From an optimization exercise on the open Yosys and OpenROAD flow, aimed at small area and a short achievable clock period; shortcuts taken in it are not production practice.
The RTL was checked by simulation tests, not by an equivalence proof against the original design.

## flow/design.v (module list and top-level ports; edited modules follow where they fit)
// module mult_pipe: 1592 lines
// module mult_sched: 73 lines
module mult_sched
#(
    parameter int NREQ = 4,
    parameter int LAT  = 1
) (
    input  logic                      pclk,
    input  logic                      reset,
    input  logic [NREQ-1:0]           req_valid,
    output logic [NREQ-1:0]           req_ready,
    input  logic [NREQ*A_W-1:0]       req_a,
    input  logic [NREQ*B_W-1:0]       req_b,
    input  logic [NREQ-1:0]           req_mask,
    output logic                      rsp_valid,
    output logic [$clog2(NREQ)-1:0]   rsp_id,
    output logic [P_W-1:0]            rsp_data,
    output logic                      busy
);
  // ...
==> flow/flow/run.sh <==
#!/bin/bash
# Layout: the standard flow (standard.sh) with three changes to how it is made:
#  - synthesis maps logic with an area-oriented ABC script (flow/abc_area.script, picked
#    through ABC_AREA=1 from a copy of the ORFS scripts folder);
#  - the port buffers that placement inserts on every input and output are buf_1 cells;
#  - timing repair aims for a larger setup margin.
# Each tool's output goes to its own log under orfs/logs/; make's output to run_make.log.
set -euo pipefail
rm -rf scripts_own
cp -r "$FLOW_HOME/scripts" scripts_own
cp flow/abc_area.script scripts_own/abc_area.script
bash standard.sh SCRIPTS_DIR="$PWD/scripts_own" SETUP_SLACK_MARGIN=6.5 \
    "BUFFER_PORTS_ARGS=-buffer_cell sky130_fd_sc_hd__buf_1" > run_make.log 2>&1
==> flow/flow/abc_area.script <==
strash
dch
amap
topo
stime -c
buffer -c
upsize -c
dnsize -c
==> flow/standard.sh <==
#!/bin/bash
# synth_recipe.tcl (not shown) runs the flow's synth.tcl, then flattens the netlist and writes it again
# the make line also repeats each setting of config.mk as NAME=value (left out here)
make -C /OpenROAD-flow-scripts/flow DESIGN_CONFIG=/design/flow/config.mk WORK_HOME=/design/flow/orfs CLKGATE_MAP_FILE= SYNTH_SCRIPT=/design/flow/synth_recipe.tcl "${@:-finish}"
==> flow/config.mk <==
export PLATFORM = sky130hd
export DESIGN_NAME = mult_sched
export DESIGN_NICKNAME = mult_sched
export VERILOG_FILES = /design/flow/design.v
export SDC_FILE = /design/flow/constraint.sdc
export NUM_CORES = 4
export LEC_CHECK = 0
export ABC_AREA = 1
export CAP_MARGIN = 20
export CORE_MARGIN = 2
export CORE_UTILIZATION = 40
export SLEW_MARGIN = 20
==> flow/constraint.sdc <==
create_clock -name core_clock -period 15.0 [get_ports {pclk}]
set_input_delay 3.0000 -clock core_clock [delete_from_list [all_inputs] [get_ports {pclk}]]
set_output_delay 3.0000 -clock core_clock [all_outputs]
set_load 0.01 [all_outputs]
==> qor.yml, run 1 <==
top_usage_layer: "met2"
fin_setup_tns_ns: 0
synthSimpleGateAreaFrac_pct: 9.96
post_dp_cell_area_um2: 27700
cp.required_ns: 15.35
flops_and_latches: 119
outcome: "timing/DRC/antenna clean"
hold_start: "u_mult.l_r[4]$_DFFE_PP0P_"
critPathTopFamily: "adder cells"
fin_util_pct: 48.8
synth_nets: 3954
path_depth: 27
grtUsageMet1_pct: 39.3
hold_class: "reg2reg"
slew_violations: 0
synth.largest_area_cell: "fa_1"
clk_share_pct: 1.98
multiInputGateArea_um2: 21000
grt_overflow: 0
cp-endpoint: "u_mult.c_r[30]$_DFFE_PP0P_"
reg2reg_depth: 26
synth_top_area_share_pct: 30.0
layout_worst_path_cycle_share_pct: 56.1
largest_reg_flops: 54
nMultiInputCombCells: 2378
worstHoldPathCells: 2
worstPathArrival_ns: 8.76
ys_ff_latch: 119
syn2layout_area_growth_pct: 21.2
io_buffers: 317
cpMostUsedCell: "fa_1"
layout_common_cells: "o22ai_1 (409), inv_1 (401), nor2_1 (399)"
==> run 2, diff against run 1 <==
--- a/flow/design.v
+++ b/flow/design.v
@@ -1357,249 +1357,259 @@
     wire s825 = c716 ^ s717 ^ pp13[28];
     wire c826 = (c716 & s717) | (pp13[28] & (c716 ^ s717));
     wire s827 = c718 ^ s719 ^ 1'b1;
     wire c828 = (c718 & s719) | (1'b1 & (c718 ^ s719));
     wire s829 = c720 ^ ~pp12[32] ^ pp13[30];
     wire c830 = (c720 & ~pp12[32]) | (pp13[30] & (c720 ^ ~pp12[32]));
     wire s831 = pp13[31] ^ 1'b1;
     wire c832 = pp13[31] & 1'b1;
-    wire s833 = pp0[0] ^ neg0;
-    wire c834 = pp0[0] & neg0;
-    wire s835 = pp0[1] ^ c834;
-    wire c836 = pp0[1] & c834;
-    wire s837 = s721 ^ neg1 ^ c836;
-    wire c838 = (s721 & neg1) | (c836 & (s721 ^ neg1));
-    wire s839 = c722 ^ s723 ^ c838;
-    wire c840 = (c722 & s723) | (c838 & (c722 ^ s723));
-    wire s841 = c724 ^ s725 ^ c840;
-    wire c842 = (c724 & s725) | (c840 & (c724 ^ s725));
-    wire s843 = c726 ^ s727 ^ c842;
-    wire c844 = (c726 & s727) | (c842 & (c726 ^ s727));
-    wire [53:0] s_d = {1'b1, c832, c830, c828, c826, c824, c822, c820, c818, c816, c814, c812, c810, c808, c806, c804, c802, c800, c798, c796, c794, c792, c790, c788, c786, c784, c782, c780, c778, c776, c774, c772, c770, c768, c766, c764, c762, c760, c758, c756, c754, c752, c750, c748, c746, c744, c742, c740, c738, c736, c734, c732, c730, c728};
-    wire [53:0] c_d = {1'b0, ~pp13[32], s831, s829, s827, s825, s823, s821, s819, s817, s815, s813, s811, s809, s807, s805, s803, s801, s799, s797, s795, s793, s791, s789, s787, s785, s783, s781, s779, s777, s775, s773, s771, s769, s767, s765, s763, s761, s759, s757, s755, s753, s751, s749, s747, s745, s743, s741, s739, s737, s735, s733, s731, s729};
-    logic [53:0] s_r, c_r;
-    wire [5:0] l_d = {s843, s841, s839, s837, s835, s833};
-    wire ci_d = c844;
-    logic [5:0] l_r;
-    logic ci_r;
+    wire [11:0] la_g = {(c738 & s739), (c736 & s737), (c734 & s735), (c732 & s733), (c730 & s731), (c728 & s729), (c726 & s727), (c724 & s725), (c722 & s723), (s721 & neg1), (pp0[1] & 1'b0), (pp0[0] & neg0)};
+    wire [11:0] la_p = {(c738 ^ s739), (c736 ^ s737), (c734 ^ s735), (c732 ^ s733), (c730 ^ s731), (c728 ^ s729), (c726 ^ s727), (c724 ^ s725), (c722 ^ s723), (s721 ^ neg1), (pp0[1] ^ 1'b0), (pp0[0] ^ neg0)};
+    wire la_G1 = la_g[1] | (la_p[1] & la_g[0]);
+    wire la_P1 = la_p[1] & la_p[0];
+    wire la_G2 = la_g[3] | (la_p[3] & la_g[2]);
+    wire la_P2 = la_p[3] & la_p[2];
+    wire la_G3 = la_g[5] | (la_p[5] & la_g[4]);
+    wire la_P3 = la_p[5] & la_p[4];
+    wire la_G4 = la_g[7] | (la_p[7] & la_g[6]);
+    wire la_P4 = la_p[7] & la_p[6];
+    wire la_G5 = la_g[9] | (la_p[9] & la_g[8]);
+    wire la_P5 = la_p[9] & la_p[8];
+    wire la_G6 = la_g[11] | (la_p[11] & la_g[10]);
+    wire la_P6 = la_p[11] & la_p[10];
+    wire la_G7 = la_g[2] | (la_p[2] & la_G1);
+    wire la_P7 = la_p[2] & la_P1;
+    wire la_G8 = la_G2 | (la_P2 & la_G1);
+    wire la_P8 = la_P2 & la_P1;
+    wire la_G9 = la_g[6] | (la_p[6] & la_G3);
+    wire la_P9 = la_p[6] & la_P3;
+    wire la_G10 = la_G4 | (la_P4 & la_G3);
+    wire la_P10 = la_P4 & la_P3;
+    wire la_G11 = la_g[10] | (la_p[10] & la_G5);
+    wire la_P11 = la_p[10] & la_P5;
+    wire la_G12 = la_G6 | (la_P6 & la_G5);
+    wire la_P12 = la_P6 & la_P5;
+    wire la_G13 = la_g[4] | (la_p[4] & la_G8);
+    wire la_P13 = la_p[4] & la_P8;
+    wire la_G14 = la_G3 | (la_P3 & la_G8);
+    wire la_P14 = la_P3 & la_P8;
+    wire la_G15 = la_G9 | (la_P9 & la_G8);
+    wire la_P15 = la_P9 & la_P8;
+    wire la_G16 = la_G10 | (la_P10 & la_G8);
+    wire la_P16 = la_P10 & la_P8;
+    wire la_G17 = la_g[8] | (la_p[8] & la_G16);
+    wire la_P17 = la_p[8] & la_P16;
+    wire la_G18 = la_G5 | (la_P5 & la_G16);
+    wire la_P18 = la_P5 & la_P16;
+    wire la_G19 = la_G11 | (la_P11 & la_G16);
+    wire la_P19 = la_P11 & la_P16;
+    wire la_G20 = la_G12 | (la_P12 & la_G16);
+    wire la_P20 = la_P12 & la_P16;
+    wire [7:0] ta_g = {(1'b1 & 1'b0), (c832 & ~pp13[32]), (c830 & s831), (c828 & s829), (c826 & s827), (c824 & s825), (c822 & s823), (c820 & s821)};
+    wire [7:0] ta_p = {(1'b1 ^ 1'b0), (c832 ^ ~pp13[32]), (c830 ^ s831), (c828 ^ s829), (c826 ^ s827), (c824 ^ s825), (c822 ^ s823), (c820 ^ s821)};
+    wire ta_G1 = ta_g[1] | (ta_p[1] & ta_g[0]);
+    wire ta_P1 = ta_p[1] & ta_p[0];
+    wire ta_G2 = ta_g[3] | (ta_p[3] & ta_g[2]);
+    wire ta_P2 = ta_p[3] & ta_p[2];
+    wire ta_G3 = ta_g[5] | (ta_p[5] & ta_g[4]);
+    wire ta_P3 = ta_p[5] & ta_p[4];
+    wire ta_G4 = ta_g[7] | (ta_p[7] & ta_g[6]);
+    wire ta_P4 = ta_p[7] & ta_p[6];
+    wire ta_G5 = ta_g[2] | (ta_p[2] & ta_G1);
+    wire ta_P5 = ta_p[2] & ta_P1;
+    wire ta_G6 = ta_G2 | (ta_P2 & ta_G1);
+    wire ta_P6 = ta_P2 & ta_P1;
+    wire ta_G7 = ta_g[6] | (ta_p[6] & ta_G3);
+    wire ta_P7 = ta_p[6] & ta_P3;
+    wire ta_G8 = ta_G4 | (ta_P4 & ta_G3);
+    wire ta_P8 = ta_P4 & ta_P3;
+    wire ta_G9 = ta_g[4] | (ta_p[4] & ta_G6);
+    wire ta_P9 = ta_p[4] & ta_P6;
+    wire ta_G10 = ta_G3 | (ta_P3 & ta_G6);
+    wire ta_P10 = ta_P3 & ta_P6;
+    wire ta_G11 = ta_G7 | (ta_P7 & ta_G6);
+    wire ta_P11 = ta_P7 & ta_P6;
+    wire ta_G12 = ta_G8 | (ta_P8 & ta_G6);
+    wire ta_P12 = ta_P8 & ta_P6;
+    wire [11:0] l_d = {(la_p[11] ^ la_G19), (la_p[10] ^ la_G18), (la_p[9] ^ la_G17), (la_p[8] ^ la_G16), (la_p[7] ^ la_G15), (la_p[6] ^ la_G14), (la_p[5] ^ la_G13), (la_p[4] ^ la_G8), (la_p[3] ^ la_G7), (la_p[2] ^ la_G1), (la_p[1] ^ la_g[0]), la_p[0]};
+    logic [11:0] l_r;
+    wire lc_d = la_G20;
+    logic lc_r;
+    wire [39:0] s_d = {c818, c816, c814, c812, c810, c808, c806, c804, c802, c800, c798, c796, c794, c792, c790, c788, c786, c784, c782, c780, c778, c776, c774, c772, c770, c768, c766, c764, c762, c760, c758, c756, c754, c752, c750, c748, c746, c744, c742, c740};
+    logic [39:0] s_r;
+    wire [39:0] c_d = {s819, s817, s815, s813, s811, s809, s807, s805, s803, s801, s799, s797, s795, s793, s791, s789, s787, s785, s783, s781, s779, s777, s775, s773, s771, s769, s767, s765, s763, s761, s759, s757, s755, s753, s751, s749, s747, s745, s743, s741};
+    logic [39:0] c_r;
+    wire [7:0] t_d = {(ta_p[7] ^ ta_G11), (ta_p[6] ^ ta_G10), (ta_p[5] ^ ta_G9), (ta_p[4] ^ ta_G6), (ta_p[3] ^ ta_G5), (ta_p[2] ^ ta_G1), (ta_p[1] ^ ta_g[0]), ta_p[0]};
+    logic [7:0] t_r;
     always_ff @(posedge pclk or posedge reset) begin
         if (reset) begin
+            l_r <= '0;
+            lc_r <= '0;
             s_r <= '0;
             c_r <= '0;
-            l_r <= '0;
-            ci_r <= 1'b0;
+            t_r <= '0;
         end else if (en) begin
+            l_r <= l_d;
+            lc_r <= lc_d;
             s_r <= s_d;
             c_r <= c_d;
-            l_r <= l_d;
-            ci_r <= ci_d;
+            t_r <= t_d;
         end
     end
-    wire [53:0] g0 = s_r & c_r;
-    wire [53:0] p0 = s_r ^ c_r;
-    wire gc0 = g0[0] | (p0[0] & ci_r);
-    wire gn1 = g0[1] | (p0[1] & gc0);
-    wire pn1 = p0[1] & p0[0];
-    wire gn2 = g0[3] | (p0[3] & g0[2]);
-    wire pn2 = p0[3] & p0[2];
-    wire gn3 = g0[5] | (p0[5] & g0[4]);
-    wire pn3 = p0[5] & p0[4];
-    wire gn4 = g0[7] | (p0[7] & g0[6]);
-    wire pn4 = p0[7] & p0[6];
-    wire gn5 = g0[9] | (p0[9] & g0[8]);
-    wire pn5 = p0[9] & p0[8];
-    wire gn6 = g0[11] | (p0[11] & g0[10]);
-    wire pn6 = p0[11] & p0[10];
-    wire gn7 = g0[13] | (p0[13] & g0[12]);
-    wire pn7 = p0[13] & p0[12];
-    wire gn8 = g0[15] | (p0[15] & g0[14]);
-    wire pn8 = p0[15] & p0[14];
-    wire gn9 = g0[17] | (p0[17] & g0[16]);
-    wire pn9 = p0[17] & p0[16];
-    wire gn10 = g0[19] | (p0[19] & g0[18]);
-    wire pn10 = p0[19] & p0[18];
-    wire gn11 = g0[21] | (p0[21] & g0[20]);
-    wire pn11 = p0[21] & p0[20];
-    wire gn12 = g0[23] | (p0[23] & g0[22]);
-    wire pn12 = p0[23] & p0[22];
-    wire gn13 = g0[25] | (p0[25] & g0[24]);
-    wire pn13 = p0[25] & p0[24];
-    wire gn14 = g0[27] | (p0[27] & g0[26]);
-    wire pn14 = p0[27] & p0[26];
-    wire gn15 = g0[29] | (p0[29] & g0[28]);
-    wire pn15 = p0[29] & p0[28];
-    wire gn16 = g0[31] | (p0[31] & g0[30]);
-    wire pn16 = p0[31] & p0[30];
-    wire gn17 = g0[33] | (p0[33] & g0[32]);
-    wire pn17 = p0[33] & p0[32];
-    wire gn18 = g0[35] | (p0[35] & g0[34]);
-    wire pn18 = p0[35] & p0[34];
-    wire gn19 = g0[37] | (p0[37] & g0[36]);
-    wire pn19 = p0[37] & p0[36];
-    wire gn20 = g0[39] | (p0[39] & g0[38]);
-    wire pn20 = p0[39] & p0[38];
-    wire gn21 = g0[41] | (p0[41] & g0[40]);
-    wire pn21 = p0[41] & p0[40];
-    wire gn22 = g0[43] | (p0[43] & g0[42]);
-    wire pn22 = p0[43] & p0[42];
-    wire gn23 = g0[45] | (p0[45] & g0[44]);
-    wire pn23 = p0[45] & p0[44];
-    wire gn24 = g0[47] | (p0[47] & g0[46]);
-    wire pn24 = p0[47] & p0[46];
-    wire gn25 = g0[49] | (p0[49] & g0[48]);
-    wire pn25 = p0[49] & p0[48];
-    wire gn26 = g0[51] | (p0[51] & g0[50]);
-    wire pn26 = p0[51] & p0[50];
-    wire gn27 = g0[53] | (p0[53] & g0[52]);
-    wire pn27 = p0[53] & p0[52];
-    wire gn28 = gn2 | (pn2 & gn1);
-    wire pn28 = pn2 & pn1;
-    wire gn29 = gn4 | (pn4 & gn3);
-    wire pn29 = pn4 & pn3;
-    wire gn30 = gn6 | (pn6 & gn5);
-    wire pn30 = pn6 & pn5;
-    wire gn31 = gn8 | (pn8 & gn7);
-    wire pn31 = pn8 & pn7;
-    wire gn32 = gn10 | (pn10 & gn9);
-    wire pn32 = pn10 & pn9;
-    wire gn33 = gn12 | (pn12 & gn11);
-    wire pn33 = pn12 & pn11;
-    wire gn34 = gn14 | (pn14 & gn13);
-    wire pn34 = pn14 & pn13;
-    wire gn35 = gn16 | (pn16 & gn15);
-    wire pn35 = pn16 & pn15;
-    wire gn36 = gn18 | (pn18 & gn17);
-    wire pn36 = pn18 & pn17;
-    wire gn37 = gn20 | (pn20 & gn19);
-    wire pn37 = pn20 & pn19;
-    wire gn38 = gn22 | (pn22 & gn21);
-    wire pn38 = pn22 & pn21;
-    wire gn39 = gn24 | (pn24 & gn23);
-    wire pn39 = pn24 & pn23;
-    wire gn40 = gn26 | (pn26 & gn25);
-    wire pn40 = pn26 & pn25;
-    wire gn41 = gn29 | (pn29 & gn28);
-    wire pn41 = pn29 & pn28;
-    wire gn42 = gn31 | (pn31 & gn30);
-    wire pn42 = pn31 & pn30;
-    wire gn43 = gn33 | (pn33 & gn32);
-    wire pn43 = pn33 & pn32;
-    wire gn44 = gn35 | (pn35 & gn34);
-    wire pn44 = pn35 & pn34;
-    wire gn45 = gn37 | (pn37 & gn36);
-    wire pn45 = pn37 & pn36;
-    wire gn46 = gn39 | (pn39 & gn38);
-    wire pn46 = pn39 & pn38;
-    wire gn47 = gn42 | (pn42 & gn41);
-    wire pn47 = pn42 & pn41;
-    wire gn48 = gn44 | (pn44 & gn43);
-    wire pn48 = pn44 & pn43;
-    wire gn49 = gn46 | (pn46 & gn45);
-    wire pn49 = pn46 & pn45;
-    wire gn50 = gn48 | (pn48 & gn47);
-    wire pn50 = pn48 & pn47;
-    wire gn51 = gn49 | (pn49 & gn50);
-    wire pn51 = pn49 & pn50;
-    wire gn52 = gn43 | (pn43 & gn47);
-    wire pn52 = pn43 & pn47;
-    wire gn53 = gn45 | (pn45 & gn50);
-    wire pn53 = pn45 & pn50;
-    wire gn54 = gn30 | (pn30 & gn41);
-    wire pn54 = pn30 & pn41;
-    wire gn55 = gn32 | (pn32 & gn47);
-    wire pn55 = pn32 & pn47;
-    wire gn56 = gn34 | (pn34 & gn52);
-    wire pn56 = pn34 & pn52;
-    wire gn57 = gn36 | (pn36 & gn50);
-    wire pn57 = pn36 & pn50;
-    wire gn58 = gn38 | (pn38 & gn53);
-    wire pn58 = pn38 & pn53;
-    wire gn59 = gn40 | (pn40 & gn51);
-    wire pn59 = pn40 & pn51;
-    wire gn60 = gn3 | (pn3 & gn28);
-    wire pn60 = pn3 & pn28;
-    wire gn61 = gn5 | (pn5 & gn41);
-    wire pn61 = pn5 & pn41;
-    wire gn62 = gn7 | (pn7 & gn54);
-    wire pn62 = pn7 & pn54;
-    wire gn63 = gn9 | (pn9 & gn47);
-    wire pn63 = pn9 & pn47;
-    wire gn64 = gn11 | (pn11 & gn55);
-    wire pn64 = pn11 & pn55;
-    wire gn65 = gn13 | (pn13 & gn52);
-    wire pn65 = pn13 & pn52;
-    wire gn66 = gn15 | (pn15 & gn56);
-    wire pn66 = pn15 & pn56;
-    wire gn67 = gn17 | (pn17 & gn50);
-    wire pn67 = pn17 & pn50;
-    wire gn68 = gn19 | (pn19 & gn57);
-    wire pn68 = pn19 & pn57;
-    wire gn69 = gn21 | (pn21 & gn53);
-    wire pn69 = pn21 & pn53;
-    wire gn70 = gn23 | (pn23 & gn58);
-    wire pn70 = pn23 & pn58;
-    wire gn71 = gn25 | (pn25 & gn51);
-    wire pn71 = pn25 & pn51;
-    wire gn72 = gn27 | (pn27 & gn59);
-    wire pn72 = pn27 & pn59;
-    wire gn73 = g0[2] | (p0[2] & gn1);
-    wire pn73 = p0[2] & pn1;
-    wire gn74 = g0[4] | (p0[4] & gn28);
-    wire pn74 = p0[4] & pn28;
-    wire gn75 = g0[6] | (p0[6] & gn60);
-    wire pn75 = p0[6] & pn60;
-    wire gn76 = g0[8] | (p0[8] & gn41);
-    wire pn76 = p0[8] & pn41;
-    wire gn77 = g0[10] | (p0[10] & gn61);
-    wire pn77 = p0[10] & pn61;
-    wire gn78 = g0[12] | (p0[12] & gn54);
-    wire pn78 = p0[12] & pn54;
-    wire gn79 = g0[14] | (p0[14] & gn62);
-    wire pn79 = p0[14] & pn62;
-    wire gn80 = g0[16] | (p0[16] & gn47);
-    wire pn80 = p0[16] & pn47;
-    wire gn81 = g0[18] | (p0[18] & gn63);
-    wire pn81 = p0[18] & pn63;
-    wire gn82 = g0[20] | (p0[20] & gn55);
-    wire pn82 = p0[20] & pn55;
-    wire gn83 = g0[22] | (p0[22] & gn64);
-    wire pn83 = p0[22] & pn64;
-    wire gn84 = g0[24] | (p0[24] & gn52);
-    wire pn84 = p0[24] & pn52;
-    wire gn85 = g0[26] | (p0[26] & gn65);
-    wire pn85 = p0[26] & pn65;
-    wire gn86 = g0[28] | (p0[28] & gn56);
-    wire pn86 = p0[28] & pn56;
-    wire gn87 = g0[30] | (p0[30] & gn66);
-    wire pn87 = p0[30] & pn66;
-    wire gn88 = g0[32] | (p0[32] & gn50);
-    wire pn88 = p0[32] & pn50;
-    wire gn89 = g0[34] | (p0[34] & gn67);
-    wire pn89 = p0[34] & pn67;
-    wire gn90 = g0[36] | (p0[36] & gn57);
-    wire pn90 = p0[36] & pn57;
-    wire gn91 = g0[38] | (p0[38] & gn68);
-    wire pn91 = p0[38] & pn68;
-    wire gn92 = g0[40] | (p0[40] & gn53);
-    wire pn92 = p0[40] & pn53;
-    wire gn93 = g0[42] | (p0[42] & gn69);
-    wire pn93 = p0[42] & pn69;
-    wire gn94 = g0[44] | (p0[44] & gn58);
-    wire pn94 = p0[44] & pn58;
-    wire gn95 = g0[46] | (p0[46] & gn70);
-    wire pn95 = p0[46] & pn70;
-    wire gn96 = g0[48] | (p0[48] & gn51);
-    wire pn96 = p0[48] & pn51;
-    wire gn97 = g0[50] | (p0[50] & gn71);
-    wire pn97 = p0[50] & pn71;
-    wire gn98 = g0[52] | (p0[52] & gn59);
-    wire pn98 = p0[52] & pn59;
-    wire [53:0] hs = {(p0[53] ^ gn98), (p0[52] ^ gn59), (p0[51] ^ gn97), (p0[50] ^ gn71), (p0[49] ^ gn96), (p0[48] ^ gn51), (p0[47] ^ gn95), (p0[46] ^ gn70), (p0[45] ^ gn94), (p0[44] ^ gn58), (p0[43] ^ gn93), (p0[42] ^ gn69), (p0[41] ^ gn92), (p0[40] ^ gn53), (p0[39] ^ gn91), (p0[38] ^ gn68), (p0[37] ^ gn90), (p0[36] ^ gn57), (p0[35] ^ gn89), (p0[34] ^ gn67), (p0[33] ^ gn88), (p0[32] ^ gn50), (p0[31] ^ gn87), (p0[30] ^ gn66), (p0[29] ^ gn86), (p0[28] ^ gn56), (p0[27] ^ gn85), (p0[26] ^ gn65), (p0[25] ^ gn84), (p0[24] ^ gn52), (p0[23] ^ gn83), (p0[22] ^ gn64), (p0[21] ^ gn82), (p0[20] ^ gn55), (p0[19] ^ gn81), (p0[18] ^ gn63), (p0[17] ^ gn80), (p0[16] ^ gn47), (p0[15] ^ gn79), (p0[14] ^ gn62), (p0[13] ^ gn78), (p0[12] ^ gn54), (p0[11] ^ gn77), (p0[10] ^ gn61), (p0[9] ^ gn76), (p0[8] ^ gn41), (p0[7] ^ gn75), (p0[6] ^ gn60), (p0[5] ^ gn74), (p0[4] ^ gn28), (p0[3] ^ gn73), (p0[2] ^ gn1), (p0[1] ^ gc0), (p0[0] ^ ci_r)};
-    assign p = {hs, l_r};
+    wire [39:0] ma_g = {(s_r[39] & c_r[39]), (s_r[38] & c_r[38]), (s_r[37] & c_r[37]), (s_r[36] & c_r[36]), (s_r[35] & c_r[35]), (s_r[34] & c_r[34]), (s_r[33] & c_r[33]), (s_r[32] & c_r[32]), (s_r[31] & c_r[31]), (s_r[30] & c_r[30]), (s_r[29] & c_r[29]), (s_r[28] & c_r[28]), (s_r[27] & c_r[27]), (s_r[26] & c_r[26]), (s_r[25] & c_r[25]), (s_r[24] & c_r[24]), (s_r[23] & c_r[23]), (s_r[22] & c_r[22]), (s_r[21] & c_r[21]), (s_r[20] & c_r[20]), (s_r[19] & c_r[19]), (s_r[18] & c_r[18]), (s_r[17] & c_r[17]), (s_r[16] & c_r[16]), (s_r[15] & c_r[15]), (s_r[14] & c_r[14]), (s_r[13] & c_r[13]), (s_r[12] & c_r[12]), (s_r[11] & c_r[11]), (s_r[10] & c_r[10]), (s_r[9] & c_r[9]), (s_r[8] & c_r[8]), (s_r[7] & c_r[7]), (s_r[6] & c_r[6]), (s_r[5] & c_r[5]), (s_r[4] & c_r[4]), (s_r[3] & c_r[3]), (s_r[2] & c_r[2]), (s_r[1] & c_r[1]), (s_r[0] & c_r[0])};
+    wire [39:0] ma_p = {(s_r[39] ^ c_r[39]), (s_r[38] ^ c_r[38]), (s_r[37] ^ c_r[37]), (s_r[36] ^ c_r[36]), (s_r[35] ^ c_r[35]), (s_r[34] ^ c_r[34]), (s_r[33] ^ c_r[33]), (s_r[32] ^ c_r[32]), (s_r[31] ^ c_r[31]), (s_r[30] ^ c_r[30]), (s_r[29] ^ c_r[29]), (s_r[28] ^ c_r[28]), (s_r[27] ^ c_r[27]), (s_r[26] ^ c_r[26]), (s_r[25] ^ c_r[25]), (s_r[24] ^ c_r[24]), (s_r[23] ^ c_r[23]), (s_r[22] ^ c_r[22]), (s_r[21] ^ c_r[21]), (s_r[20] ^ c_r[20]), (s_r[19] ^ c_r[19]), (s_r[18] ^ c_r[18]), (s_r[17] ^ c_r[17]), (s_r[16] ^ c_r[16]), (s_r[15] ^ c_r[15]), (s_r[14] ^ c_r[14]), (s_r[13] ^ c_r[13]), (s_r[12] ^ c_r[12]), (s_r[11] ^ c_r[11]), (s_r[10] ^ c_r[10]), (s_r[9] ^ c_r[9]), (s_r[8] ^ c_r[8]), (s_r[7] ^ c_r[7]), (s_r[6] ^ c_r[6]), (s_r[5] ^ c_r[5]), (s_r[4] ^ c_r[4]), (s_r[3] ^ c_r[3]), (s_r[2] ^ c_r[2]), (s_r[1] ^ c_r[1]), (s_r[0] ^ c_r[0])};
+    wire ma_gc = ma_g[0] | (ma_p[0] & lc_r);
+    wire ma_G1 = ma_g[1] | (ma_p[1] & ma_gc);
+    wire ma_P1 = ma_p[1] & ma_p[0];
+    wire ma_G2 = ma_g[3] | (ma_p[3] & ma_g[2]);
+    wire ma_P2 = ma_p[3] & ma_p[2];
+    wire ma_G3 = ma_g[5] | (ma_p[5] & ma_g[4]);
+    wire ma_P3 = ma_p[5] & ma_p[4];
+    wire ma_G4 = ma_g[7] | (ma_p[7] & ma_g[6]);
+    wire ma_P4 = ma_p[7] & ma_p[6];
+    wire ma_G5 = ma_g[9] | (ma_p[9] & ma_g[8]);
+    wire ma_P5 = ma_p[9] & ma_p[8];
+    wire ma_G6 = ma_g[11] | (ma_p[11] & ma_g[10]);
+    wire ma_P6 = ma_p[11] & ma_p[10];
+    wire ma_G7 = ma_g[13] | (ma_p[13] & ma_g[12]);
+    wire ma_P7 = ma_p[13] & ma_p[12];
+    wire ma_G8 = ma_g[15] | (ma_p[15] & ma_g[14]);
+    wire ma_P8 = ma_p[15] & ma_p[14];
+    wire ma_G9 = ma_g[17] | (ma_p[17] & ma_g[16]);
+    wire ma_P9 = ma_p[17] & ma_p[16];
+    wire ma_G10 = ma_g[19] | (ma_p[19] & ma_g[18]);
+    wire ma_P10 = ma_p[19] & ma_p[18];
+    wire ma_G11 = ma_g[21] | (ma_p[21] & ma_g[20]);
+    wire ma_P11 = ma_p[21] & ma_p[20];
+    wire ma_G12 = ma_g[23] | (ma_p[23] & ma_g[22]);
+    wire ma_P12 = ma_p[23] & ma_p[22];
+    wire ma_G13 = ma_g[25] | (ma_p[25] & ma_g[24]);
+    wire ma_P13 = ma_p[25] & ma_p[24];
+    wire ma_G14 = ma_g[27] | (ma_p[27] & ma_g[26]);
+    wire ma_P14 = ma_p[27] & ma_p[26];
+    wire ma_G15 = ma_g[29] | (ma_p[29] & ma_g[28]);
+    wire ma_P15 = ma_p[29] & ma_p[28];
+    wire ma_G16 = ma_g[31] | (ma_p[31] & ma_g[30]);
+    wire ma_P16 = ma_p[31] & ma_p[30];
+    wire ma_G17 = ma_g[33] | (ma_p[33] & ma_g[32]);
+    wire ma_P17 = ma_p[33] & ma_p[32];
+    wire ma_G18 = ma_g[35] | (ma_p[35] & ma_g[34]);
+    wire ma_P18 = ma_p[35] & ma_p[34];
+    wire ma_G19 = ma_g[37] | (ma_p[37] & ma_g[36]);
+    wire ma_P19 = ma_p[37] & ma_p[36];
+    wire ma_G20 = ma_g[39] | (ma_p[39] & ma_g[38]);
+    wire ma_P20 = ma_p[39] & ma_p[38];
+    wire ma_G21 = ma_G2 | (ma_P2 & ma_G1);
+    wire ma_P21 = ma_P2 & ma_P1;
+    wire ma_G22 = ma_G4 | (ma_P4 & ma_G3);
+    wire ma_P22 = ma_P4 & ma_P3;
+    wire ma_G23 = ma_G6 | (ma_P6 & ma_G5);
+    wire ma_P23 = ma_P6 & ma_P5;
+    wire ma_G24 = ma_G8 | (ma_P8 & ma_G7);
+    wire ma_P24 = ma_P8 & ma_P7;
+    wire ma_G25 = ma_G10 | (ma_P10 & ma_G9);
+    wire ma_P25 = ma_P10 & ma_P9;
+    wire ma_G26 = ma_G12 | (ma_P12 & ma_G11);
+    wire ma_P26 = ma_P12 & ma_P11;
+    wire ma_G27 = ma_G14 | (ma_P14 & ma_G13);
+    wire ma_P27 = ma_P14 & ma_P13;
+    wire ma_G28 = ma_G16 | (ma_P16 & ma_G15);
+    wire ma_P28 = ma_P16 & ma_P15;
+    wire ma_G29 = ma_G18 | (ma_P18 & ma_G17);
+    wire ma_P29 = ma_P18 & ma_P17;
+    wire ma_G30 = ma_G20 | (ma_P20 & ma_G19);
+    wire ma_P30 = ma_P20 & ma_P19;
+    wire ma_G31 = ma_G22 | (ma_P22 & ma_G21);
+    wire ma_P31 = ma_P22 & ma_P21;
+    wire ma_G32 = ma_G24 | (ma_P24 & ma_G23);
+    wire ma_P32 = ma_P24 & ma_P23;
+    wire ma_G33 = ma_G26 | (ma_P26 & ma_G25);
+    wire ma_P33 = ma_P26 & ma_P25;
+    wire ma_G34 = ma_G28 | (ma_P28 & ma_G27);
+    wire ma_P34 = ma_P28 & ma_P27;
+    wire ma_G35 = ma_G30 | (ma_P30 & ma_G29);
+    wire ma_P35 = ma_P30 & ma_P29;
+    wire ma_G36 = ma_G32 | (ma_P32 & ma_G31);
+    wire ma_P36 = ma_P32 & ma_P31;
+    wire ma_G37 = ma_G34 | (ma_P34 & ma_G33);
+    wire ma_P37 = ma_P34 & ma_P33;
+    wire ma_G38 = ma_G37 | (ma_P37 & ma_G36);
+    wire ma_P38 = ma_P37 & ma_P36;
+    wire ma_G39 = ma_G33 | (ma_P33 & ma_G36);
+    wire ma_P39 = ma_P33 & ma_P36;
+    wire ma_G40 = ma_G35 | (ma_P35 & ma_G38);
+    wire ma_P40 = ma_P35 & ma_P38;
+    wire ma_G41 = ma_G23 | (ma_P23 & ma_G31);
+    wire ma_P41 = ma_P23 & ma_P31;
+    wire ma_G42 = ma_G25 | (ma_P25 & ma_G36);
+    wire ma_P42 = ma_P25 & ma_P36;
+    wire ma_G43 = ma_G27 | (ma_P27 & ma_G39);
+    wire ma_P43 = ma_P27 & ma_P39;
+    wire ma_G44 = ma_G29 | (ma_P29 & ma_G38);
+    wire ma_P44 = ma_P29 & ma_P38;
+    wire ma_G45 = ma_G3 | (ma_P3 & ma_G21);
+    wire ma_P45 = ma_P3 & ma_P21;
+    wire ma_G46 = ma_G5 | (ma_P5 & ma_G31);
+    wire ma_P46 = ma_P5 & ma_P31;
+    wire ma_G47 = ma_G7 | (ma_P7 & ma_G41);
+    wire ma_P47 = ma_P7 & ma_P41;
+    wire ma_G48 = ma_G9 | (ma_P9 & ma_G36);
+    wire ma_P48 = ma_P9 & ma_P36;
+    wire ma_G49 = ma_G11 | (ma_P11 & ma_G42);
+    wire ma_P49 = ma_P11 & ma_P42;
+    wire ma_G50 = ma_G13 | (ma_P13 & ma_G39);
+    wire ma_P50 = ma_P13 & ma_P39;
+    wire ma_G51 = ma_G15 | (ma_P15 & ma_G43);
+    wire ma_P51 = ma_P15 & ma_P43;
+    wire ma_G52 = ma_G17 | (ma_P17 & ma_G38);
+    wire ma_P52 = ma_P17 & ma_P38;
+    wire ma_G53 = ma_G19 | (ma_P19 & ma_G44);
+    wire ma_P53 = ma_P19 & ma_P44;
+    wire ma_G54 = ma_g[2] | (ma_p[2] & ma_G1);
+    wire ma_P54 = ma_p[2] & ma_P1;
+    wire ma_G55 = ma_g[4] | (ma_p[4] & ma_G21);
+    wire ma_P55 = ma_p[4] & ma_P21;
+    wire ma_G56 = ma_g[6] | (ma_p[6] & ma_G45);
+    wire ma_P56 = ma_p[6] & ma_P45;
+    wire ma_G57 = ma_g[8] | (ma_p[8] & ma_G31);
+    wire ma_P57 = ma_p[8] & ma_P31;
+    wire ma_G58 = ma_g[10] | (ma_p[10] & ma_G46);
+    wire ma_P58 = ma_p[10] & ma_P46;
+    wire ma_G59 = ma_g[12] | (ma_p[12] & ma_G41);
+    wire ma_P59 = ma_p[12] & ma_P41;
+    wire ma_G60 = ma_g[14] | (ma_p[14] & ma_G47);
+    wire ma_P60 = ma_p[14] & ma_P47;
+    wire ma_G61 = ma_g[16] | (ma_p[16] & ma_G36);
+    wire ma_P61 = ma_p[16] & ma_P36;
+    wire ma_G62 = ma_g[18] | (ma_p[18] & ma_G48);
+    wire ma_P62 = ma_p[18] & ma_P48;
+    wire ma_G63 = ma_g[20] | (ma_p[20] & ma_G42);
+    wire ma_P63 = ma_p[20] & ma_P42;
+    wire ma_G64 = ma_g[22] | (ma_p[22] & ma_G49);
+    wire ma_P64 = ma_p[22] & ma_P49;
+    wire ma_G65 = ma_g[24] | (ma_p[24] & ma_G39);
+    wire ma_P65 = ma_p[24] & ma_P39;
+    wire ma_G66 = ma_g[26] | (ma_p[26] & ma_G50);
+    wire ma_P66 = ma_p[26] & ma_P50;
+    wire ma_G67 = ma_g[28] | (ma_p[28] & ma_G43);
+    wire ma_P67 = ma_p[28] & ma_P43;
+    wire ma_G68 = ma_g[30] | (ma_p[30] & ma_G51);
+    wire ma_P68 = ma_p[30] & ma_P51;
+    wire ma_G69 = ma_g[32] | (ma_p[32] & ma_G38);
+    wire ma_P69 = ma_p[32] & ma_P38;
+    wire ma_G70 = ma_g[34] | (ma_p[34] & ma_G52);
+    wire ma_P70 = ma_p[34] & ma_P52;
+    wire ma_G71 = ma_g[36] | (ma_p[36] & ma_G44);
+    wire ma_P71 = ma_p[36] & ma_P44;
+    wire ma_G72 = ma_g[38] | (ma_p[38] & ma_G53);
+    wire ma_P72 = ma_p[38] & ma_P53;
+    wire [39:0] m_sum = {(ma_p[39] ^ ma_G72), (ma_p[38] ^ ma_G53), (ma_p[37] ^ ma_G71), (ma_p[36] ^ ma_G44), (ma_p[35] ^ ma_G70), (ma_p[34] ^ ma_G52), (ma_p[33] ^ ma_G69), (ma_p[32] ^ ma_G38), (ma_p[31] ^ ma_G68), (ma_p[30] ^ ma_G51), (ma_p[29] ^ ma_G67), (ma_p[28] ^ ma_G43), (ma_p[27] ^ ma_G66), (ma_p[26] ^ ma_G50), (ma_p[25] ^ ma_G65), (ma_p[24] ^ ma_G39), (ma_p[23] ^ ma_G64), (ma_p[22] ^ ma_G49), (ma_p[21] ^ ma_G63), (ma_p[20] ^ ma_G42), (ma_p[19] ^ ma_G62), (ma_p[18] ^ ma_G48), (ma_p[17] ^ ma_G61), (ma_p[16] ^ ma_G36), (ma_p[15] ^ ma_G60), (ma_p[14] ^ ma_G47), (ma_p[13] ^ ma_G59), (ma_p[12] ^ ma_G41), (ma_p[11] ^ ma_G58), (ma_p[10] ^ ma_G46), (ma_p[9] ^ ma_G57), (ma_p[8] ^ ma_G31), (ma_p[7] ^ ma_G56), (ma_p[6] ^ ma_G45), (ma_p[5] ^ ma_G55), (ma_p[4] ^ ma_G21), (ma_p[3] ^ ma_G54), (ma_p[2] ^ ma_G1), (ma_p[1] ^ ma_gc), (ma_p[0] ^ lc_r)};
+    wire [7:0] t_sum = {(t_r[7] ^ (ma_G40 & (&t_r[6:0]))), (t_r[6] ^ (ma_G40 & (&t_r[5:0]))), (t_r[5] ^ (ma_G40 & (&t_r[4:0]))), (t_r[4] ^ (ma_G40 & (&t_r[3:0]))), (t_r[3] ^ (ma_G40 & (&t_r[2:0]))), (t_r[2] ^ (ma_G40 & (&t_r[1:0]))), (t_r[1] ^ (ma_G40 & (&t_r[0:0]))), (t_r[0] ^ ma_G40)};
+    assign p = {t_sum, m_sum, l_r};
 endmodule
 import mult_sched_pkg::*;
 module mult_sched
 #(
     parameter int NREQ = 4,
     parameter int LAT  = 1
 ) (
     input  logic                      pclk,
==> run 2 against run 1 <==
Net effect: still clean on timing, DRC and antenna; design area shrank 3.1%; worst hold slack improved by 0.0083 ns; register-to-register slack lost 0.09 ns; global-route usage up 0.99 points; maximum frequency fell by 0.95%; clock-buffer cell count shrank 12; critical path depth decreased by 1; first-iteration DRC count up 14%.
==> qor.yml, run 2 <==
worst_pin_slew_ns: 1.14  # was 0.893 ns
max_freq_mhz: 118  # was 119 MHz
finalNonFillerCells: 4272  # was 4,339
gp_congestion: 0.926  # was 0.937
grt.met3_usage_pct: 8.10  # was 6.33%
grt_max_degree: 66  # was 74
totalWireLength_um: 104000  # about the same
cp-start-kind: "input port"  # unchanged
ys_ff_latch: 106  # was 119
grt_pass1_vias: 24900  # was 25,000
worstPathArrival_ns: 8.79  # was 8.76 ns
critical_path.max_stage_delay_ns: 0.60  # was 0.54 ns
synthArstFlopShare_pct: 100  # unchanged
die_area_um2: 64800  # was 66,500 µm²
num_io_pins: 318  # unchanged
layout_common_cells: "o22ai_1 (418), nor2_1 (399), inv_1 (388)"  # was o22ai_1 (409), inv_1 (401), nor2_1 (399)
layout_setup_ws_ns: 6.51  # was 6.59 ns
tritoncts: "done"  # unchanged
clk_path_buf_depth: 2  # unchanged
end_kind: "register"  # unchanged
vias: 26000  # about the same
yosysSeqAreaShare_pct: 10.6  # was 11.5%
antenna_found_initial: 3  # was 4
fillers: 5977  # was 6,157
syn2layout_area_growth_pct: 20.6  # was 21.2%
row_count: 91  # was 93
critPathBufInv: 7  # was 9
clk_pin_slew_worst_paths_ns: 0.09  # was 0.06 ns
synthTopCellsByCount: "o22ai_1 (444), nor2_1 (411), inv_1 (397)"  # was o22ai_1 (440), nor2_1 (415), inv_1 (408)
drc: 0  # unchanged
reg_top3: "u_mult.c_r (40), u_mult.s_r (40), u_mult.l_r (12)"  # was u_mult.s_r (54), u_mult.c_r (53), u_mult.l_r (6)
htree_num_levels: 3  # was 4
synth.avg_cell_area_um2: 7.91  # was 8.02 µm²
use_met2_pct: 47.5  # was 45.0%
hold_class: "reg2reg"  # unchanged
drtIter0Drc: 3152  # was 2,755
ff_latch_area_um2: 2650  # was 2980 µm²
dp_slack_ns: 4.57  # was 4.74 ns
fin_setup_tns_ns: 0  # unchanged
layout.nets: 4169  # was 4,208
ff2ff_setup_slack_ns: 8.70  # was 8.79 ns
cpMostUsedCell: "fa_1"  # unchanged
numCtsBuffers: 9  # was 17
hold_viol_final: 0  # unchanged
die_w_um: 255  # was 258 µm
cpMaxStageDelayCell: "fa_1"  # unchanged
wire_per_inst_um: 24.4  # was 23.9 µm
critPathTopFamily: "adder cells"  # unchanged
setup_viol: 0  # unchanged
synth.largest_area_cell: "fa_1"  # unchanged
cp-endpoint: "u_mult.c_r[23]$_DFFE_PP0P_"  # was u_mult.c_r[30]$_DFFE_PP0P_
ant_nets: 0  # unchanged
synth_nets: 3917  # was 3,954
synth-edff-count: 0  # unchanged
reg2reg_to: "u_mult.c_r[23]$_DFFE_PP0P_"  # was u_mult.c_r[30]$_DFFE_PP0P_
drt-vias-per-instance: 6.08  # was 6.00
slew_violations: 0  # unchanged
grtUsageMet1_pct: 39.3  # about the same
r2r-start: "rr_ptr_r[1]$_DFFE_PP0P_"  # unchanged
cp.required_ns: 15.30  # was 15.35 ns
final_common_cell: "o22ai_1"  # unchanged
dp_hpwl_um: 66400  # was 67,500 µm
design.core.area_um2: 61900  # was 64,100 µm²
cp-startpoint: "req_valid[3]"  # was req_mask[1]
grtUsageTotal_pct: 30.7  # was 29.7%
worstHoldPathCells: 2  # unchanged
ys_warn_count: 2  # unchanged
synth.most_common_cell: "o22ai_1"  # unchanged
insertion_delay_ns: 0.41  # was 0.47 ns
syn-cell-area_um2: 25100  # was 25,800 µm²
io_buffers: 317  # unchanged
finClkSkew_ns: 0.0216  # was 0.0160 ns
firstDrtPassIters: 8  # was 6
rsz0062_at_grt: "yes"  # unchanged
fin_util_pct: 48.9  # was 48.8%
synthCells: 3177  # was 3,214
synthTopCellsByArea: "fa_1 (30%), o22ai_1 (11%), dfrtp_1 (11%)"  # was fa_1 (30%), dfrtp_1 (12%), o22ai_1 (11%)
drive_gt1_share_pct: 12.3  # was 13.6%
min_period_ns: 8.49  # was 8.41 ns
initial_core_util_pct: 40.6  # was 40.2%
critPathMaxFanout: 17  # was 8
layout_worst_path_cycle_share_pct: 56.6  # was 56.1%
top_usage_layer: "met2"  # unchanged
placedCellCount: 4127  # was 4,173
cts_root_buf: "clkbuf_16"  # unchanged
reg2reg_depth: 25  # was 26
die_h_um: 255  # was 258 µm
max_cap_viol_count: 0  # unchanged
path_depth: 26  # was 27
ys.flop_type: "dfrtp_1"  # unchanged
grt_overflow: 0  # unchanged
multiInputGateArea_um2: 20700  # was 21,000 µm²
ys_types: 56  # was 54
critical_path_class: "in2reg"  # unchanged
slew-limit-headroom_pct: 23.4  # was 40.5%
outcome: "timing/DRC/antenna clean"  # unchanged
grt_pass1_wl_um: 150000  # was 151,000 µm
synth_top_area_share_pct: 30.4  # was 30.0%
clkSinkCount: 106  # was 119
holdBufCountCts: 0  # unchanged
hold_start: "u_mult.l_r[7]$_DFFE_PP0P_"  # was u_mult.l_r[4]$_DFFE_PP0P_
-- run 2: cell count changes in the layout (fill, tap and decap cells not counted), moves of 10 or more --
cell,before,now
o21ai_0,72,88
fa_2,23,8
a22o_1,141,127
o21ai_1,83,69
a21oi_2,22,9
dfrtp_1,119,106
inv_1,401,388
fa_1,364,374
-- run 2: what timing repair did --
item | CTS | global route
pin swaps | 9 | 25
gates resized for setup | 138 | 145
gates cloned | 15 | 20
setup buffers | 33 | 60
setup endpoints to repair | 95 | 59
-- run 2: worst min path at each step --
stage               slack [ns]                    endpoint
floorplan                 0.46  u_mult.c_r[35]$_DFFE_PP0P_
global placement          0.47   u_mult.l_r[6]$_DFFE_PP0P_
detailed placement        0.48   u_mult.l_r[6]$_DFFE_PP0P_
CTS                       0.50   u_mult.l_r[6]$_DFFE_PP0P_
global route              0.52  u_mult.s_r[13]$_DFFE_PP0P_
finish                    0.49   u_mult.l_r[7]$_DFFE_PP0P_
-- run 2: layout make-up --
cell class	count	share of cell area, %
Sequential cell	106	8.76
Clock inverter	4	0.107
Clock buffer	12	0.880
Tap cell	837	3.46
Antenna cell	1	0.00826
Timing Repair Buffer	525	12.8
Multi-Input combinational cell	2375	68.4
Timing Repair inverter	4	0.132
Inverter	408	5.41
-- run 2: kinds of logic after synthesis --
kind of cell	share of synthesized area, %
compound gates	31.8
fa+ha+maj	35.8
buf+inv	11.5
simple gates	10.3
flops	10.6
-- run 2: layer usage --
metal  vias to the layer above  part of all wire (%)
met4                         4                   6.5
met2                      1858                    44
met1                     12100                    37
met5                         -                 0.022
li1                      11600                     -
met3                       430                    13
-- run 2: tightest hold or removal path: stages, from the launching register on --
cell and delay (ns):
dfrtp_1 0.35, nand2_1 0.05, o21ai_0 0.06
-- run 2: through the flow --
step | area (µm²) | hold slack [ns]
final | 30300 | 0.490
after global routing | 30300 | 0.521
after CTS | 28700 | 0.497
after detailed placement | 27200 | 0.480
after global placement | 27200 | 0.475
after floorplan | 25100 | 0.456
==> run 3, diff against run 2 <==
==> flow/flow/run.sh (replaced) <==
#!/bin/bash
# Layout: the standard flow (standard.sh) with these changes to how it is made:
#  - synthesis maps logic with an area-oriented ABC script (flow/abc_area.script, picked
#    through ABC_AREA=1 from a copy of the ORFS scripts folder);
#  - the port buffers that placement inserts on every input and output are buf_1 cells;
#  - timing repair aims for a larger setup margin up to clock tree synthesis, and a
#    smaller one after global routing.
# Each tool's output goes to its own log under orfs/logs/; make's output to run_make*.log.
set -euo pipefail
rm -rf scripts_own
cp -r "$FLOW_HOME/scripts" scripts_own
cp flow/abc_area.script scripts_own/abc_area.script
BUF="BUFFER_PORTS_ARGS=-buffer_cell sky130_fd_sc_hd__buf_1"
bash standard.sh SCRIPTS_DIR="$PWD/scripts_own" SETUP_SLACK_MARGIN=6.5 "$BUF" cts > run_make_cts.log 2>&1
bash standard.sh SCRIPTS_DIR="$PWD/scripts_own" SETUP_SLACK_MARGIN=6.0 "$BUF" > run_make.log 2>&1
==> run 3 against run 2 <==
Net effect: still clean; final cell count down 1.9%; maximum frequency down 1.7%; global-route usage unchanged; critical endpoint is now u_mult.s_r[16]$_DFFE_PP0P_; highest routed layer unchanged.
==> qor.yml, run 3 <==
outcome: "timing/DRC/antenna clean"  # unchanged
worstPathArrival_ns: 8.90  # was 8.79 ns
die_w_um: 255  # unchanged
synth.largest_area_cell: "fa_1"  # unchanged
yosysSeqAreaShare_pct: 10.6  # unchanged
max_freq_mhz: 116  # was 118 MHz
clk_pin_slew_worst_paths_ns: 0.08  # was 0.09 ns
num_io_pins: 318  # unchanged
die_area_um2: 64800  # unchanged
syn-cell-area_um2: 25100  # unchanged
synthArstFlopShare_pct: 100  # unchanged
slew-limit-headroom_pct: 24.7  # was 23.4%
clk_path_buf_depth: 2  # unchanged
synth_nets: 3917  # unchanged
hold_viol_final: 0  # unchanged
grt_overflow: 0  # unchanged
hold_start: "u_mult.l_r[7]$_DFFE_PP0P_"  # unchanged
critical_path_class: "in2reg"  # unchanged
totalWireLength_um: 99100  # was 104,000 µm
grtUsageTotal_pct: 30.7  # unchanged
fin_setup_tns_ns: 0  # unchanged
vias: 25100  # was 26,000
max_cap_viol_count: 0  # unchanged
drive_gt1_share_pct: 8.23  # was 12.3%
insertion_delay_ns: 0.41  # about the same
clkSinkCount: 106  # unchanged
end_kind: "register"  # unchanged
finClkSkew_ns: 0.0238  # was 0.0216 ns
hold_end: "u_mult.l_r[7]$_DFFE_PP0P_"  # unchanged
critPathMaxFanout: 61  # was 17
layout.nets: 4089  # was 4,169
reg_top3: "u_mult.c_r (40), u_mult.s_r (40), u_mult.l_r (12)"  # unchanged
ff2ff_setup_slack_ns: 8.62  # was 8.70 ns
reg2reg_to: "u_mult.t_r[5]$_DFFE_PP0P_"  # was u_mult.c_r[23]$_DFFE_PP0P_
wire_per_inst_um: 23.6  # was 24.4 µm
drtIter0Drc: 2616  # was 3,152
syn2layout_area_growth_pct: 14.2  # was 20.6%
final_common_cell: "o22ai_1"  # unchanged
cpMostUsedCell: "fa_1"  # unchanged
ant_nets: 0  # unchanged
grt_pass1_wl_um: 150000  # unchanged
numCtsBuffers: 9  # unchanged
row_count: 91  # unchanged
ys_ff_latch: 106  # unchanged
gp_congestion: 0.926  # unchanged
cp.required_ns: 15.26  # was 15.30 ns
grt_max_degree: 66  # unchanged
critical_path.max_stage_delay_ns: 0.57  # was 0.60 ns
layout_worst_path_cycle_share_pct: 57.6  # was 56.6%
dp_hpwl_um: 66400  # unchanged
htree_num_levels: 3  # unchanged
ys.flop_type: "dfrtp_1"  # unchanged
cpMaxStageDelayCell: "fa_1"  # unchanged
antenna_found_initial: 2  # was 3
rsz0062_at_grt: "no"  # was yes
min_period_ns: 8.63  # was 8.49 ns
worst_pin_slew_ns: 1.12  # was 1.14 ns
layout_common_cells: "o22ai_1 (438), nor2_1 (407), inv_1 (391)"  # was o22ai_1 (418), nor2_1 (399), inv_1 (388)
ys_types: 56  # unchanged
synthTopCellsByArea: "fa_1 (30%), o22ai_1 (11%), dfrtp_1 (11%)"  # unchanged
worstHoldPathCells: 2  # unchanged
cp-start-kind: "input port"  # unchanged
tritoncts: "done"  # unchanged
die_h_um: 255  # unchanged
ys_warn_count: 2  # unchanged
grt_pass1_vias: 24900  # unchanged
synthTopCellsByCount: "o22ai_1 (444), nor2_1 (411), inv_1 (397)"  # unchanged
cts_root_buf: "clkbuf_16"  # unchanged
drc: 0  # unchanged
io_buffers: 317  # unchanged
hold_class: "reg2reg"  # unchanged
initial_core_util_pct: 40.6  # unchanged
design.core.area_um2: 61900  # unchanged
drt-vias-per-instance: 5.99  # was 6.08
reg2reg_depth: 26  # was 25
synth-edff-count: 0  # unchanged
synth.avg_cell_area_um2: 7.91  # unchanged
setup_viol: 0  # unchanged
r2r-start: "rr_ptr_r[1]$_DFFE_PP0P_"  # unchanged
synthCells: 3177  # unchanged
slew_violations: 0  # unchanged
synth.most_common_cell: "o22ai_1"  # unchanged
synth_top_area_share_pct: 30.4  # unchanged
firstDrtPassIters: 10  # was 8
run 3: cell counts after synthesis:
No cell type changed its count.
run 3: repair_timing:
action | CTS | global route
resized for setup | 138 | 1
pin swaps | 9 | 0
gates cloned | 15 | 0
buffers inserted | 33 | 0
hold buffers | 0 | 0
setup endpoints to repair | 95 | 1
run 3: stage by stage:
step	hold WS, ns	cells	area (µm²)	setup slack (ns)	util (%)
after floorplan	0.456	3177	25100	6.50	-
after global placement	0.475	4126	27200	4.69	43.8
after global routing	0.521	4192	28700	6.02	46.3
after detailed placement	0.480	4127	27200	4.57	43.9
after CTS	0.497	4191	28700	6.48	46.3
final	0.490	4192	28700	6.37	46.3
run 3: kinds of logic (layout without fill, tap and decap cells):
group	Yosys count	in the layout	synth area share [%]
other cells	0	1	0
compound gates	1228	1230	31.8
simple gates	654	655	10.3
flops	106	106	10.6
fa+ha+maj	490	490	35.8
buf+inv	699	873	11.5
run 3: worst max-delay path: cells and delay by family:
| kind | cells | cell delay [ns] |
|---|---|---|
| simple gates | 7 | 1.42 |
| compound gates | 6 | 0.86 |
| fa+ha+maj | 5 | 2.37 |
| buf+inv | 8 | 1.17 |
run 3: worst max-delay path by stage:
stage            startpoint                          to
6_report       req_valid[1]  u_mult.s_r[16]$_DFFE_PP0P_
4_1_cts        req_valid[2]   u_mult.t_r[5]$_DFFE_PP0P_
3_5_place_dp   req_valid[2]   u_mult.t_r[5]$_DFFE_PP0P_
3_3_place_gp   req_valid[2]   u_mult.t_r[5]$_DFFE_PP0P_
5_1_grt         req_mask[3]   u_mult.t_r[5]$_DFFE_PP0P_
2_1_floorplan  req_valid[1]  u_mult.c_r[22]$_DFFE_PP0P_
run 3: cell type report:
class | count | area [µm²]
antenna | 1 | 2.50
clock buffer | 12 | 267
clock inverter | 4 | 32.5
fill | 6174 | 33300
inverter | 408 | 1600
multi-input combinational | 2375 | 20300
sequential | 106 | 2650
tap | 837 | 1050
timing repair buffer | 447 | 2770
timing repair inverter | 2 | 17.5
run 3: metal layers:
| metal | track usage (%) | share of wire [%] | vias to the layer above |
|---|---|---|---|
| li1 | - | - | 11500 |
| met1 | 39.3 | 39 | 11700 |
| met2 | 47.5 | 44 | 1578 |
| met3 | 8.10 | 11 | 315 |
| met4 | 16.1 | 5.7 | 2 |
| met5 | 0 | 0.013 | - |

## separate check: timing with driven ports
No port has a modelled driver above. Below, the same layouts with a new extraction and two added sets of constraints. Step 1, drivers: a clkbuf_16 drives pclk and a buf_2 each remaining input, both assumed. Step 2 adds t to the input delays and takes it off the output delays; t is the mean of the earliest and latest rising clock arrival at the registers after step 1. Input paths then give back, and output paths get back, about the clock's delay inside the block. Slacks: no drivers / after step 1 / after step 2; pairs: no drivers / after step 1.
| run | shift t [ns] | slack for setup (ns) | worst hold slack (ns) | worst data-port slew with drivers (ns) | pins driven straight from the clock port |
|---|---|---|---|---|---|
| run 1 | 0.522 | 6.589 / 6.626 / 6.104 | 0.482 / 0.482 / 0.482 | 0.13 | 1 |
| run 2 | 0.455 | 6.509 / 6.545 / 6.090 | 0.490 / 0.490 / 0.490 | 0.09 | 1 |
| run 3 | 0.459 | 6.365 / 6.398 / 5.939 | 0.490 / 0.490 / 0.490 | 0.09 | 1 |
After both steps setup and hold are still met in every run listed. For run 1, which loses most, drivers alone change the setup slack by +0.037 ns; drivers and shift together by -0.485 ns.
